From an optimization exercise on the open Yosys and OpenROAD flow, aimed at small area; shortcuts taken in it are not production practice.
In this exercise RTL edits were held to simulation tests only and were not proved equivalent to the original.
Power figures rest on the tool's default switching activity, not on a simulated workload.

===== flow/config.mk =====
export PLATFORM = sky130hd
export DESIGN_NAME = network_tx
export DESIGN_NICKNAME = network_tx
export VERILOG_FILES = /design/flow/design.v
export SDC_FILE = /design/flow/constraint.sdc
export NUM_CORES = 4
export LEC_CHECK = 0
export CAP_MARGIN = 0
export CORE_MARGIN = 2
export CORE_UTILIZATION = 40
export SLEW_MARGIN = 0

===== flow/constraint.sdc =====
create_clock -name core_clock -period 10.0 [get_ports {tx_clock}]
set_input_delay 2.0000 -clock core_clock [delete_from_list [all_inputs] [get_ports {tx_clock}]]
set_output_delay 2.0000 -clock core_clock [all_outputs]
set_load 0.01 [all_outputs]

===== flow/design.v =====
package net_tx_pkg;
  typedef logic [7:0]  byte_t;       
  typedef logic [47:0] mac_addr_t;   
  typedef logic [31:0] ip_addr_t;    
  typedef logic [15:0] port_t;       
  typedef logic [15:0] length_t;     
  typedef enum logic [1:0] {SEQ_IDLE, SEQ_READY, SEQ_START, SEQ_BUSY} seq_state_t;
  typedef enum logic [2:0] {
    MAC_IDLE,
    MAC_PREAMBLE,
    MAC_HEADER,
    MAC_PAYLOAD,
    MAC_FCS
  } mac_state_t;
  typedef enum logic [1:0] {IP_IDLE, IP_HEADER, IP_PAYLOAD} ip_state_t;
  localparam byte_t       PREAMBLE_BYTE    = 8'h55;
  localparam byte_t       SFD_BYTE         = 8'hD5;
  localparam int          PREAMBLE_LEN     = 8;      
  localparam int          MAC_HEADER_LEN   = 14;     
  localparam logic [15:0] ETHERTYPE_IPV4   = 16'h0800;
  localparam int          FCS_LEN          = 4;
  localparam logic [31:0] CRC_POLY         = 32'hEDB88320;   
  localparam logic [31:0] CRC_RESIDUE_INIT = 32'hFFFFFFFF;
  localparam int          IFG_LEN          = 12;     
  localparam int          IP_HEADER_LEN  = 20;
  localparam byte_t       IP_TTL         = 8'd128;
  localparam byte_t       IP_PROTO_UDP   = 8'd17;
  localparam logic [15:0] IP_FLAGS_DF    = 16'h4000;   
  localparam int          UDP_HEADER_LEN = 8;
  localparam port_t       LOCAL_PORT     = 16'd1024;
  localparam int MIN_PAYLOAD = 18;
  localparam int MAX_PAYLOAD = 1472;
endpackage
`timescale 1ns/1ps
module network_tx (
  input  logic        tx_clock,
  input  logic        rst,
  input  logic        udp_tx_request,
  input  logic [15:0] udp_tx_length,
  input  logic [7:0]  udp_tx_data,
  output logic        udp_tx_enable,
  output logic        udp_tx_active,
  input  logic        run,
  input  logic [47:0] local_mac,
  input  logic [31:0] local_ip,
  input  logic [47:0] dest_mac,
  input  logic [31:0] dest_ip,
  input  logic [15:0] dest_port,
  output logic [7:0]  phy_txd,
  output logic        phy_tx_en
);
  logic [6:0]  p;
  logic [10:0] pc;         
  logic [47:0] tx_dest_mac;
  logic [31:0] tx_dest_ip;
  logic [15:0] tx_dest_port;
  logic [7:0]  pay_q;      
  logic [31:0] crc_q;
  logic [31:0] crc_n;
  logic [15:0] acc;        
  logic        acc_c;      
  logic        acc_g;      
  logic [7:0]  m;          
  logic [7:0]  cd;         
  logic [7:0]  cb;         
  logic [10:0] sl;         
  logic        fcs, crc_g;
  assign sl = pc + ((p < 7'd40) ? 11'd28 : 11'd8);
  always_ff @(posedge tx_clock) begin
    if (rst) p <= '0;
    else if (p == 7'd0) p <= udp_tx_request ? 7'd1 : 7'd0;
    else if (p == 7'd53) p <= (pc == 11'd1) ? 7'd54 : 7'd53;
    else if (p == 7'd71) p <= '0;
    else p <= p + 7'd1;
  end
  always_ff @(posedge tx_clock) begin
    if (p == 7'd1) pc <= udp_tx_length[10:0];
    else if (p == 7'd53) pc <= pc - 11'd1;
  end
  assign udp_tx_enable = (p == 7'd2);
  assign udp_tx_active = (p == 7'd52) || (p == 7'd53 && pc != 11'd1);
  always_ff @(posedge tx_clock) begin
    if (!run) begin
      tx_dest_mac  <= dest_mac;
      tx_dest_ip   <= dest_ip;
      tx_dest_port <= dest_port;
    end
  end
  always_ff @(posedge tx_clock) pay_q <= udp_tx_data;
  always_comb begin
    case (p)
      7'd1: cb = 8'h2E;
      7'd2: cb = 8'h05;
      7'd3: cb = pc[7:0];
      7'd4: cb = {5'd0, pc[10:8]};
      7'd5: cb = local_ip[7:0];
      7'd6: cb = local_ip[15:8];
      7'd7: cb = local_ip[23:16];
      7'd8: cb = local_ip[31:24];
      7'd9: cb = tx_dest_ip[7:0];
      7'd10: cb = tx_dest_ip[15:8];
      7'd11: cb = tx_dest_ip[23:16];
      7'd12: cb = tx_dest_ip[31:24];
      default: cb = 8'h00;
    endcase
  end
  assign acc_g = (p > 7'd2);
  always_ff @(posedge tx_clock) begin
    {acc_c, acc[15:8]} <= {1'b0, acc[7:0] & {8{acc_g}}} + {1'b0, cb} + {8'd0, acc_c & acc_g};
    acc[7:0] <= acc[15:8];
  end
  always_comb begin
    case (p)
      7'd11: m = tx_dest_mac[47:40];
      7'd12: m = tx_dest_mac[39:32];
      7'd13: m = tx_dest_mac[31:24];
      7'd14: m = tx_dest_mac[23:16];
      7'd15: m = tx_dest_mac[15:8];
      7'd16: m = tx_dest_mac[7:0];
      7'd17: m = local_mac[47:40];
      7'd18: m = local_mac[39:32];
      7'd19: m = local_mac[31:24];
      7'd20: m = local_mac[23:16];
      7'd21: m = local_mac[15:8];
      7'd22: m = local_mac[7:0];
      7'd23: m = 8'h08;
      7'd25: m = 8'h45;
      7'd27: m = {5'd0, sl[10:8]};
      7'd28: m = sl[7:0];
      7'd31: m = 8'h40;
      7'd33: m = 8'h80;
      7'd34: m = 8'h11;
      7'd35, 7'd36: m = ~acc[15:8];
      7'd37: m = local_ip[31:24];
      7'd38: m = local_ip[23:16];
      7'd39: m = local_ip[15:8];
      7'd40: m = local_ip[7:0];
      7'd41: m = tx_dest_ip[31:24];
      7'd42: m = tx_dest_ip[23:16];
      7'd43: m = tx_dest_ip[15:8];
      7'd44: m = tx_dest_ip[7:0];
      7'd45: m = 8'h04;
      7'd47: m = tx_dest_port[15:8];
      7'd48: m = tx_dest_port[7:0];
      7'd49: m = {5'd0, sl[10:8]};
      7'd50: m = sl[7:0];
      7'd53: m = pay_q;
      default: m = 8'h00;
    endcase
  end
  always_comb begin
    case (p)
      7'd7: cd = 8'h62;
      7'd8: cd = 8'h81;
      7'd9: cd = 8'h90;
      7'd10: cd = 8'hD9;
      default: cd = m;
    endcase
  end
  assign fcs   = (p >= 7'd54) && (p <= 7'd57);
  assign crc_g = !fcs && !((p >= 7'd7) && (p <= 7'd10));
  crc32_byte crc_inst (.c(crc_q), .g(crc_g), .d(cd), .n(crc_n));
  always_ff @(posedge tx_clock) crc_q <= crc_n;
  always_ff @(posedge tx_clock) begin
    if (p >= 7'd3 && p <= 7'd9) phy_txd <= 8'h55;
    else if (p == 7'd10) phy_txd <= 8'hD5;
    else if (fcs) phy_txd <= ~crc_q[7:0];
    else phy_txd <= m;
  end
  assign phy_tx_en = (p >= 7'd4) && (p <= 7'd58);
endmodule
module crc32_byte (
  input  logic [31:0] c,
  input  logic        g,
  input  logic [7:0]  d,
  output logic [31:0] n
);
  logic [7:0] x;
  assign x = (c[7:0] & {8{g}}) ^ d;
  wire s0 = x[0] ^ x[5];
  wire s1 = x[2] ^ x[3];
  wire s2 = x[1] ^ x[7];
  wire s3 = x[6] ^ s1;
  wire s4 = x[4] ^ x[7];
  wire s5 = x[6] ^ s0;
  wire s6 = x[1] ^ x[2];
  wire s7 = x[0] ^ x[4];
  wire s8 = x[1] ^ s0;
  wire s9 = x[6] ^ s2;
  wire s10 = x[3] ^ x[4];
  wire s11 = x[3] ^ s4;
  wire s12 = x[6] ^ s11;
  wire s13 = x[4] ^ s5;
  wire s14 = x[2] ^ s4;
  wire s15 = s2 ^ s10;
  wire s16 = x[5] ^ s3;
  assign n[0] = x[2] ^ c[8];
  assign n[1] = x[0] ^ x[3] ^ c[9];
  assign n[2] = x[1] ^ c[10] ^ s7;
  assign n[3] = x[5] ^ c[11] ^ s6;
  assign n[4] = x[0] ^ c[12] ^ s3;
  assign n[5] = c[13] ^ s15;
  assign n[6] = x[4] ^ x[5] ^ c[14];
  assign n[7] = c[15] ^ s5;
  assign n[8] = c[16] ^ s9;
  assign n[9] = x[7] ^ c[17];
  assign n[10] = x[2] ^ c[18];
  assign n[11] = x[3] ^ c[19];
  assign n[12] = c[20] ^ s7;
  assign n[13] = c[21] ^ s8;
  assign n[14] = x[6] ^ c[22] ^ s6;
  assign n[15] = x[7] ^ c[23] ^ s1;
  assign n[16] = c[24] ^ s1 ^ s7;
  assign n[17] = c[25] ^ s8 ^ s10;
  assign n[18] = c[26] ^ s6 ^ s13;
  assign n[19] = c[27] ^ s2 ^ s16;
  assign n[20] = c[28] ^ s12;
  assign n[21] = x[5] ^ c[29] ^ s14;
  assign n[22] = c[30] ^ s16;
  assign n[23] = c[31] ^ s12;
  assign n[24] = s0 ^ s14;
  assign n[25] = s3 ^ s8;
  assign n[26] = s2 ^ s3 ^ s7;
  assign n[27] = x[5] ^ s15;
  assign n[28] = s13;
  assign n[29] = s2 ^ s5;
  assign n[30] = x[0] ^ s9;
  assign n[31] = s2;
endmodule

===== flow/flow/run.sh =====
#!/bin/bash
# The standard layout (standard.sh) with these changes:
#  - synthesis maps the logic with an area-oriented abc script and leaves
#    adders to abc instead of half/full-adder cells (registers are mapped
#    before either step, so they are the standard synthesis's registers)
#  - each port gets the smallest buffer, sky130_fd_sc_hd__buf_1
#  - the clock tree uses clkbuf_8 and no dummy loads
set -euo pipefail
rm -rf scripts
cp -r "$FLOW_HOME/scripts" scripts
cp flow/abc_area.script scripts/abc_speed.script
export SCRIPTS_DIR="$PWD/scripts"
export ADDER_MAP_FILE=
export BUFFER_PORTS_ARGS="-buffer_cell sky130_fd_sc_hd__buf_1"
export CTS_ARGS="-sink_clustering_enable -repair_clock_nets -dont_use_dummy_load -buf_list sky130_fd_sc_hd__clkbuf_8"
bash standard.sh > standard.log 2>&1

===== flow/flow/abc_area.script =====
&get -n
&st
&dch
&nf -R 1000
&put

===== flow/standard.sh =====
#!/bin/bash
# synth_recipe.tcl (not shown) runs the flow's synth.tcl, then flattens the netlist and writes it again
# the make line also repeats each setting of config.mk as NAME=value (left out here)
make -C /OpenROAD-flow-scripts/flow DESIGN_CONFIG=/design/flow/config.mk WORK_HOME=/design/flow/orfs CLKGATE_MAP_FILE= SYNTH_SCRIPT=/design/flow/synth_recipe.tcl "${@:-finish}"

==> impl_metrics.py, run 1 <==
metrics = {
    "setup_path": {
        "slowest_delay_ns": 0.87,
        "crit_type": "reg -> reg",
        "cp-start-kind": "register",
        "path_depth": 19,
        "cp_common_cell": "maj3_1",
        "crit_required_ns": 10.38,
        "worstPathArrival_ns": 5.96,
        "path_cells": "nor2_1 > nand2_1 > nand2_1 > nor2_1 > a222oi_1 > nand3_1 > a211oi_1 > xnor2_1 > o22a_1 > nor2_1 > a31o_1 > nand2b_1 > o21ai_0 > a21oi_1 > maj3_1 > maj3_1 > maj3_1 > maj3_1 > clkinv_1",
        "crit_path_end_kind": "register",
        "path_max_fanout": 17,
        "cp_slowest_cell": "nor2_1",
        "path_buf_inv": 1,
        "rr_worst_depth": 19,
        "crit_family": "simple AND/OR/NAND/NOR gates",
    },
    "pwr": {
        "power.internal_mw": 1.37,
        "p_leak_nw": 3.13,
        "comb_power_share_pct": 30.2,
        "p_per_area_nw_per_um2": 209,
        "seqPwrFrac_pct": 50.6,
        "netSwitchingFraction_pct": 30.6,
        "clkPwrFrac_pct": 19.2,
        "power.switching_uw": 603,
        "p_total_mw": 1.97,
        "vdd_drop_max_mv": 0.127,
    },
    "timing": {
        "worst_slew_pin_slew_ns": 1.10,
        "post-route-period-util_pct": 55.8,
        "fmax_ghz": 0.179,
        "finalSetupTns_ns": 0,
        "finalSetupViolCount": 0,
        "rsz0062_at_grt": "false",
        "slew_headroom_pct": 26.5,
        "worst_slack_ns": 4.42,
        "fin_crit_ns": 5.58,
        "drv_slew": 0,
        "hold_viol_final": 0,
        "finClkSkew_ns": 0.0491,
    },
    "detailed_routing": {
        "wirelength_mm": 26.6,
        "vias": 6876,
        "avgRoutedWirePerCell_um": 22.2,
        "final_antenna_net_count": 0,
        "dr.pass1.iters": 9,
        "drc": 0,
        "via_per_inst": 5.75,
        "drt_iter0_drc": 831,
    },
    "floorplan": {
        "num_io_pins": 215,
        "die_y_um": 145,
        "start_util_pct": 40.7,
        "die_w_um": 145,
        "rows": 51,
        "core_um2": 19500,
        "die-area_um2": 21000,
    },
    "clock_tree": {
        "max-clock-path-buffers": 2,
        "cts_buffers": 17,
        "post_cts_buffers": 0,
        "cts_tree": "yes",
        "cts-root-buf": "clkbuf_8",
        "cts_sinks": 179,
        "htree_levels": 4,
        "cts_resized": 0,
        "cts_hold_buf": 0,
        "clk_latency_ns": 0.48,
        "cts.clk_slew.worst_paths_ns": 0.08,
    },
    "final_layout": {
        "drive_gt1_share_pct": 4.30,
        "num_antenna_cells": 0,
        "fin_nets": 1136,
        "final_common_cell": "buf_1",
        "final_cell_mix": "buf_1, edfxtp_1, nand2_1",
        "stdcell_area_um2": 9440,
        "stdcell_count": 1195,
        "synthToLayoutAreaGrowth_pct": 19.1,
    },
    "global_routing": {
        "antenna_found_initial": 0,
        "overflow": 0,
        "grtUsageTotal_pct": 25.7,
        "grt_pass1_wl_mm": 38.5,
        "grt_pass1_vias": 6576,
        "grt_max_degree": 81,
    },
    "synth": {
        "async_flop_share_pct": 0,
        "synth_cell_types": 47,
        "yosysSeqAreaShare_pct": 58.7,
        "ys_ff_latch": 179,
        "synth_edf_count": 107,
        "synthCells": 685,
        "synthFlopType": "edfxtp_1",
        "syn_area_um2": 7930,
        "avgSynthCellArea_um2": 11.6,
        "yosys_warnings": 1,
        "synth_nets": 889,
    },
    "place": {
        "routabilityCongestion": 0.948,
        "hpwl_mm": 20.1,
        "dpl_cell_area_um2": 9210,
        "place_ws_ns": 4.38,
        "port-buffer-count": 209,
        "place_inst": 1178,
    },
    "worst_hold_path": {
        "hp-class": "reg -> reg",
        "hold-path-cell-count": 0,
    },
    "job": {
        "maxCapViolations": 0,
    },
    "outcome": {
        "status": "timing/DRC/antenna clean",
    },
}
[stage by stage]
step           hold slack [ns]  utilization, %
6_report                 0.354            48.5
5_1_grt                  0.358            48.5
4_1_cts                  0.353            48.5
3_5_place_dp             0.336            47.3
3_3_place_gp             0.328            47.3
2_1_floorplan            0.326               -
[cells by family (layout without fill, tap and decap cells)]
group           Yosys count  count (layout)  share of synthesized area [%]
compound gates          174             174                           16.7
xor+xnor                 94              94                           10.4
fa+ha+maj                 5               5                          0.631
buf+inv                   2             247                         0.0947
flops                   179             179                           58.7
mux                       2               2                          0.253
simple gates            229             229                           13.2
[layout make-up]
cell class / count / area, um^2
clock buffers: 17 / 234
fillers: 1823 / 10000
inverters: 2 / 8.76
multi-input cells: 504 / 3280
flip-flops and latches: 179 / 4650
well taps: 265 / 332
repair buffers: 228 / 927
[layer usage]
layer  part of all wire (%)  GRT usage, %  vias to the layer above  wire length (um)
met5                      0             0                        -                 0
met4                    4.4          12.6                        0              1170
met3                    9.4          6.15                       71              2490
met2                     46          39.4                      398             12100
met1                     41          34.0                     3257             10800
li1                       -             -                     3150                 -
[power by group through the flow]
stage	logic (mW)	registers [mW]	clock network (mW)
2_1_floorplan	0.474	0.993	0
3_3_place_gp	0.592	1.01	0
3_5_place_dp	0.597	1.01	0
4_1_cts	0.602	0.996	0.386
5_1_grt	0.660	1.01	0.415
6_report	0.596	0.998	0.378
[path summary, 6_finish.rpt]
path	slack, ns	startpoint	to
setup / recovery	4.42	p[6]$_SDFF_PP0_	acc_c$_DFF_P_
hold / removal	0.35	acc[12]$_DFF_P_	acc[4]$_DFF_P_
setup reg to reg	4.42	p[6]$_SDFF_PP0_	acc_c$_DFF_P_
hold reg to reg	0.35	acc[12]$_DFF_P_	acc[4]$_DFF_P_
[sequential cells by signal, summed over array words and instances (netlist names)]
name / flops
pay_q: 8
tx_dest_ip: 32
crc_q: 32
acc_c: 1
phy_txd: 8
tx_dest_port: 16
acc: 16
pc: 11
p: 7
tx_dest_mac: 48
[worst register-to-register path, delay by kind of cell, from the launching register on]
family,cells,cell delay (ns)
and+or+nand+nor,7,2.21
xor gates and xnor gates,1,0.20
DFF,1,0.46
AOI/OAI and AO/OA,6,1.00
buffers and inverters,1,0.05
adders and majority gates,4,1.61
[synthesized netlist by cell type (all sizes together) (3+ instances only)]
master	instances	area share (%)
a2111oi	3	0.33
a211oi	5	0.47
a21oi	18	1.1
a221o	4	0.51
a221oi	19	2.1
a222oi	24	3.0
a22o	11	1.2
a22oi	42	4.0
and3	4	0.32
dfxtp	72	18
edfxtp	107	41
maj3	5	0.63
nand2	84	4.0
nand2b	8	0.63
nand3	11	0.69
nand4	19	1.5
nor2	59	2.8
nor2b	6	0.47
nor3	19	1.2
nor4	7	0.55
o2111ai	3	0.33
o21a	4	0.38
o21ai	24	1.5
or3	3	0.24
xnor2	57	6.3
xor2	37	4.1
==> run 2, diff against run 1 <==
--- a/flow/config.mk
+++ b/flow/config.mk
@@ -6,6 +6,6 @@
 export NUM_CORES = 4
 export LEC_CHECK = 0
-export CAP_MARGIN = 0
+export CAP_MARGIN = 20
 export CORE_MARGIN = 2
 export CORE_UTILIZATION = 40
-export SLEW_MARGIN = 0
+export SLEW_MARGIN = 20
==> impl_metrics.py, run 2 <==
metrics = {
    "final_layout": {
        "largestRegisters": "tx_dest_mac (48), crc_q (32), tx_dest_ip (32)",
        "num_antenna_cells": 0,
        "stdcell_count": 1195,
        "final_common_cell": "buf_1",
        "final_cell_mix": "buf_1, edfxtp_1, nand2_1",
        "largest_reg_flops": 48,
        "drive_gt1_share_pct": 4.30,
        "largest-register": "tx_dest_mac",
        "fin_nets": 1136,
        "synthToLayoutAreaGrowth_pct": 19.1,
        "fillers": 1823,
    },
    "setup_path": {
        "cp-start-kind": "register",
        "rr_endpoint": "acc_c$_DFF_P_",
        "crit_family": "simple AND/OR/NAND/NOR gates",
        "path_cells": "nor2_1 > nand2_1 > nand2_1 > nor2_1 > a222oi_1 > nand3_1 > a211oi_1 > xnor2_1 > o22a_1 > nor2_1 > a31o_1 > nand2b_1 > o21ai_0 > a21oi_1 > maj3_1 > maj3_1 > maj3_1 > maj3_1 > clkinv_1",
        "r2r_slack_ns": 4.42,
        "crit_required_ns": 10.38,
        "crit_type": "reg -> reg",
        "regToRegStartpoint": "p[6]$_SDFF_PP0_",
        "path_max_fanout": 17,
        "cp_common_cell": "maj3_1",
        "crit_path_end_kind": "register",
        "worstPathArrival_ns": 5.96,
        "slowest_delay_ns": 0.87,
        "path_buf_inv": 1,
        "rr_worst_depth": 19,
        "cp_slowest_cell": "nor2_1",
    },
    "global_routing": {
        "overflow": 0,
        "grt_pass1_vias": 6576,
        "antenna_found_initial": 0,
        "grt_pass1_wl_mm": 38.5,
        "grtUsageTotal_pct": 25.7,
        "grt_max_degree": 81,
    },
    "place": {
        "port-buffer-count": 209,
        "routabilityCongestion": 0.948,
        "hpwl_mm": 20.1,
        "place_ws_ns": 4.38,
        "place_inst": 1178,
    },
    "floorplan": {
        "die-area_um2": 21000,
        "start_util_pct": 40.7,
        "num_io_pins": 215,
        "core_um2": 19500,
        "die_w_um": 145,
        "die_y_um": 145,
        "rows": 51,
    },
    "pwr": {
        "p_leak_nw": 3.13,
        "vdd_drop_max_mv": 0.127,
        "p_per_area_nw_per_um2": 209,
    },
    "synth": {
        "synth_edf_count": 107,
        "ys_ff_latch": 179,
        "yosysSeqAreaShare_pct": 58.7,
        "synth_nets": 889,
        "netlist_top_cells_count": "edfxtp_1, nand2_1, dfxtp_1, nor2_1, xnor2_1",
        "async_flop_share_pct": 0,
        "yosysMostFrequentCell": "edfxtp_1",
        "synthFlopType": "edfxtp_1",
        "avgSynthCellArea_um2": 11.6,
        "yosys_warnings": 1,
        "synthCells": 685,
        "synth_cell_types": 47,
        "syn_area_um2": 7930,
        "synth_top_area_share_pct": 40.5,
        "synth.area.top_cells": "edfxtp_1, dfxtp_1, xnor2_1, xor2_1, a22oi_1",
        "yosysTopAreaCell": "edfxtp_1",
    },
    "timing": {
        "post-route-period-util_pct": 55.8,
        "fmax_ghz": 0.179,
        "drv_slew": 0,
        "finClkSkew_ns": 0.0491,
        "rsz0062_at_grt": "false",
        "worst_slew_pin_slew_ns": 1.10,
        "hold_viol_final": 0,
        "finalSetupTns_ns": 0,
        "worst_hold_slack_ns": 0.354,
        "worst_slack_ns": 4.42,
        "fin_crit_ns": 5.58,
        "finalSetupViolCount": 0,
        "slew_headroom_pct": 26.5,
    },
    "clock_tree": {
        "cts_hold_buf": 0,
        "cts_tree": "yes",
        "cts-root-buf": "clkbuf_8",
        "htree_levels": 4,
        "clk_latency_ns": 0.48,
        "cts_sinks": 179,
        "post_cts_buffers": 0,
        "max-clock-path-buffers": 2,
        "cts_resized": 0,
        "cts_buffers": 17,
        "cts.clk_slew.worst_paths_ns": 0.08,
    },
    "worst_hold_path": {
        "hp-class": "reg -> reg",
        "hold_path_end": "acc[4]$_DFF_P_",
        "hp-start": "acc[12]$_DFF_P_",
        "hold-path-cell-count": 0,
    },
    "detailed_routing": {
        "via_per_inst": 5.75,
        "wirelength_mm": 26.6,
        "vias": 6876,
        "drc": 0,
        "dr.pass1.iters": 9,
        "final_antenna_net_count": 0,
        "drt_iter0_drc": 831,
        "avgRoutedWirePerCell_um": 22.2,
    },
    "job": {
        "maxCapViolations": 0,
    },
    "outcome": {
        "status": "timing/DRC/antenna clean",
    },
}
run 2: metal layers:
metal,wire [um],GRT usage [%],up-vias
met4,1170,12.6,0
met2,12100,39.4,398
li1,-,-,3150
met5,0,0,-
met1,10800,34.0,3257
met3,2490,6.15,71
run 2: worst reg2reg max path, cell delays in order (launching register included):
cell and delay [ns]:
dfxtp_1 0.46, nor2_1 0.11, nand2_1 0.37, nand2_1 0.52, nor2_1 0.88, a222oi_1 0.24, nand3_1 0.16, a211oi_1 0.08
xnor2_1 0.20, o22a_1 0.21, nor2_1 0.11, a31o_1 0.15, nand2b_1 0.06, o21ai_0 0.15, a21oi_1 0.17, maj3_1 0.41
maj3_1 0.42, maj3_1 0.41, maj3_1 0.37, clkinv_1 0.05
run 2: report_power, final:
group	internal (mW)	leakage, nW	switching, mW
Combinational	0.285	1.37	0.310
Clock	0.151	0.122	0.228
Sequential	0.932	1.64	0.0654
Total	1.37	3.13	0.603
run 2: worst max-delay path by stage:
stage                          from           endpoint  slack, ns  cells after the start
global route        p[4]$_SDFF_PP0_  crc_q[19]$_DFF_P_       3.99                     13
floorplan              local_ip[24]      acc_c$_DFF_P_       4.87                     15
CTS                 p[6]$_SDFF_PP0_      acc_c$_DFF_P_       4.53                     19
global placement       local_ip[24]      acc_c$_DFF_P_       4.47                     16
finish              p[6]$_SDFF_PP0_      acc_c$_DFF_P_       4.42                     19
detailed placement     local_ip[24]      acc_c$_DFF_P_       4.38                     16
run 2: layout make-up:
type / instances / area [um^2] / area share, %
sequential: 179 / 4650 / 49.3
multi-input combinational: 504 / 3280 / 34.8
timing repair buffer: 228 / 927 / 9.82
tap: 265 / 332 / 3.51
clock buffer: 17 / 234 / 2.48
inverter: 2 / 8.76 / 0.0928
run 2: cells by family (layout without fill, tap and decap cells):
group	Yosys count	in the layout	share of synthesized area, %
adders and majority gates	5	5	0.631
muxes	2	2	0.253
DFF	179	179	58.7
xor gates and xnor gates	94	94	10.4
and+or+nand+nor	229	229	13.2
buffers and inverters	2	247	0.0947
AOI/OAI and AO/OA	174	174	16.7
run 2: through the flow:
step                      power (mW)  area [um^2]  utilization [%]
after detailed placement        1.61         9210             47.3
after global placement          1.60         9210             47.3
after floorplan                 1.47         7930                -
after global routing            2.08         9440             48.5
final                           1.97         9440             48.5
after CTS                       1.98         9440             48.5
==> run 3, diff against run 2 <==
--- a/flow/config.mk
+++ b/flow/config.mk
@@ -8,4 +8,5 @@
 export CAP_MARGIN = 20
 export CORE_MARGIN = 2
-export CORE_UTILIZATION = 40
+export CORE_UTILIZATION = 65
+export PLACE_DENSITY = 0.75
 export SLEW_MARGIN = 20
==> impl_metrics.py, run 3 <==
metrics = {
    "outcome": {
        "status": "timing/DRC/antenna clean",
    },
    "setup_path": {
        "path_max_fanout": 17,
        "slowest_delay_ns": 0.87,
        "r2r_slack_ns": 4.04,
        "cp-start-kind": "register",
        "crit_required_ns": 10.32,
        "crit_path_end_kind": "register",
        "crit_type": "reg -> reg",
        "worstPathArrival_ns": 6.29,
        "cp_slowest_cell": "a2111oi_0",
        "crit_family": "simple AND/OR/NAND/NOR gates",
        "path_cells": "nor2_1 > nand2_1 > nand2_1 > nor3_2 > buf_4 > a222oi_1 > nand4_1 > a2111oi_0 > nand4_1 > nor2_1 > nor2b_1 > xnor2_1 > xor2_1 > xor2_1 > xnor2_1",
        "path_buf_inv": 1,
    },
    "detailed_routing": {
        "drc": 0,
        "final_antenna_net_count": 0,
        "wirelength_mm": 27.5,
        "avgRoutedWirePerCell_um": 25.5,
        "drt_iter0_drc": 1298,
        "vias": 7433,
        "via_per_inst": 6.89,
        "dr.pass1.iters": 7,
    },
    "final_layout": {
        "largest_reg_flops": 48,
        "largestRegisters": "tx_dest_mac (48), crc_q (32), tx_dest_ip (32)",
        "synthToLayoutAreaGrowth_pct": 17.3,
        "final_common_cell": "buf_1",
        "fin_nets": 1137,
        "drive_gt1_share_pct": 4.40,
        "largest-register": "tx_dest_mac",
        "final_cell_mix": "buf_1, edfxtp_1, nand2_1",
        "stdcell_count": 1079,
    },
    "clock_tree": {
        "max-clock-path-buffers": 2,
        "cts_hold_buf": 0,
        "cts-root-buf": "clkbuf_8",
        "cts_sinks": 179,
        "htree_levels": 4,
        "cts_resized": 0,
        "clk_latency_ns": 0.46,
        "cts_buffers": 17,
        "cts_tree": "yes",
        "post_cts_buffers": 0,
        "cts.clk_slew.worst_paths_ns": 0.09,
    },
    "synth": {
        "synthFlopType": "edfxtp_1",
        "syn_area_um2": 7930,
        "yosys_warnings": 1,
        "ys_ff_latch": 179,
        "netlist_top_cells_count": "edfxtp_1, nand2_1, dfxtp_1, nor2_1, xnor2_1",
        "synth_cell_types": 47,
        "yosysMostFrequentCell": "edfxtp_1",
        "yosysSeqAreaShare_pct": 58.7,
        "avgSynthCellArea_um2": 11.6,
        "synth.area.top_cells": "edfxtp_1, dfxtp_1, xnor2_1, xor2_1, a22oi_1",
        "async_flop_share_pct": 0,
        "synth_nets": 889,
        "yosysTopAreaCell": "edfxtp_1",
        "synthCells": 685,
        "synth_top_area_share_pct": 40.5,
        "synth_edf_count": 107,
    },
    "worst_hold_path": {
        "hp-class": "reg -> reg",
    },
    "floorplan": {
        "die_w_um": 114,
        "rows": 40,
        "start_util_pct": 66.3,
        "core_um2": 12000,
        "num_io_pins": 215,
        "die-area_um2": 13100,
        "die_y_um": 114,
    },
    "global_routing": {
        "antenna_found_initial": 1,
        "grt_pass1_vias": 7457,
        "grtUsageTotal_pct": 42.8,
        "grt_pass1_wl_mm": 40.8,
        "grt_max_degree": 60,
        "overflow": 0,
    },
    "place": {
        "port-buffer-count": 209,
        "place_inst": 1061,
        "routabilityCongestion": 1.03,
        "hpwl_mm": 20.0,
    },
    "pwr": {
        "p_leak_nw": 3.14,
        "p_per_area_nw_per_um2": 216,
        "vdd_drop_max_mv": 0.341,
    },
    "timing": {
        "finClkSkew_ns": 0.0352,
        "rsz0062_at_grt": "false",
        "slew_headroom_pct": 26.5,
        "finalSetupViolCount": 0,
        "hold_viol_final": 0,
        "drv_slew": 0,
        "post-route-period-util_pct": 59.6,
        "fmax_ghz": 0.168,
        "worst_slew_pin_slew_ns": 1.10,
        "finalSetupTns_ns": 0,
        "fin_crit_ns": 5.96,
    },
    "job": {
        "maxCapViolations": 0,
    },
}
## run 3: cell count changes in the layout (fill, tap and decap cells not counted)
cell,before,now
buf_4,19,20
diode_2,0,1
nor2_1,59,58
nor2_2,0,1
nor4_1,5,6
nor4_2,2,1
## run 3: cell type report
| class | count | area [um^2] |
|---|---|---|
| diodes | 1 | 2.50 |
| multi-input cells | 504 | 3280 |
| flip-flops and latches | 179 | 4650 |
| clock buffers | 17 | 234 |
| fillers | 782 | 2660 |
| repair buffers | 229 | 935 |
| well taps | 147 | 184 |
| inverters | 2 | 8.76 |
## run 3: path summary, 6_finish.rpt
kind,from,end,depth (start not counted)
worst min register to register,acc[14]$_DFF_P_,acc[6]$_DFF_P_,0
worst min-delay path,acc[14]$_DFF_P_,acc[6]$_DFF_P_,0
worst max register to register,p[6]$_SDFF_PP0_,crc_q[30]$_DFF_P_,15
worst max-delay path,p[6]$_SDFF_PP0_,crc_q[30]$_DFF_P_,15
## run 3: kinds of logic after synthesis
kind of cell               count (synthesis)  share of synthesized area [%]
muxes                                      2                          0.253
DFF                                      179                           58.7
xor gates and xnor gates                  94                           10.4
and+or+nand+nor                          229                           13.2
AOI/OAI and AO/OA                        174                           16.7
adders and majority gates                  5                          0.631
buffers and inverters                      2                         0.0947
## run 3: through the flow
stage	worst slack [ns]	power (mW)	hold slack [ns]	util [%]	area, um^2
6_report	4.04	2.01	0.353	77.7	9300
5_1_grt	3.87	2.08	0.352	77.7	9300
4_1_cts	4.29	2.00	0.347	77.7	9290
3_5_place_dp	4.26	1.63	0.342	75.7	9060
3_3_place_gp	4.33	1.58	0.337	75.7	9060
2_1_floorplan	4.87	1.47	0.326	-	7930
## run 3: layer usage
metal,GRT usage (%),wire [um]
met4,25.0,1880
met5,0,0
met2,67.5,12600
met1,53.3,9580
met3,11.7,3470
## run 3: where the power goes
part	internal [mW]	switching, mW	total (mW)
sequential	0.933	0.0710	1.00
clock	0.150	0.214	0.364
combinational	0.282	0.358	0.640
total	1.37	0.643	2.01

[re-timing with driven ports]
In the flow no input, the clock included, has a driving cell. The finished layouts below were timed again as built, in two steps.
Step 1 (the two cells are an assumption about what drives the block):
set clk [get_ports {tx_clock}]
set_driving_cell -lib_cell sky130_fd_sc_hd__clkbuf_16 $clk
set_driving_cell -lib_cell sky130_fd_sc_hd__buf_2 [delete_from_list [all_inputs] $clk]
Step 2 moves the port delays by t, midway between the first and last clock arrival at a register: inputs arrive t later, outputs are due t later. That takes back most of the time a late clock gives input paths.
Three values: ideal ports, drivers, drivers and shift; two values: the first two.
| run | t (ns) | setup slack, ns | clock arrival spread, ns | worst slew at a driven data input, ns | cell pins on the clock port's net |
|---|---|---|---|---|---|
| run 1 | 0.494 | 4.422 / 4.422 / 4.279 | 0.052 / 0.052 | 0.07 | 1 |
| run 2 | 0.494 | 4.422 / 4.422 / 4.279 | 0.052 / 0.052 | 0.07 | 1 |
| run 3 | 0.484 | 4.038 / 4.038 / 4.038 | 0.041 / 0.041 | 0.07 | 1 |
After both steps setup and hold are still met in every run listed.
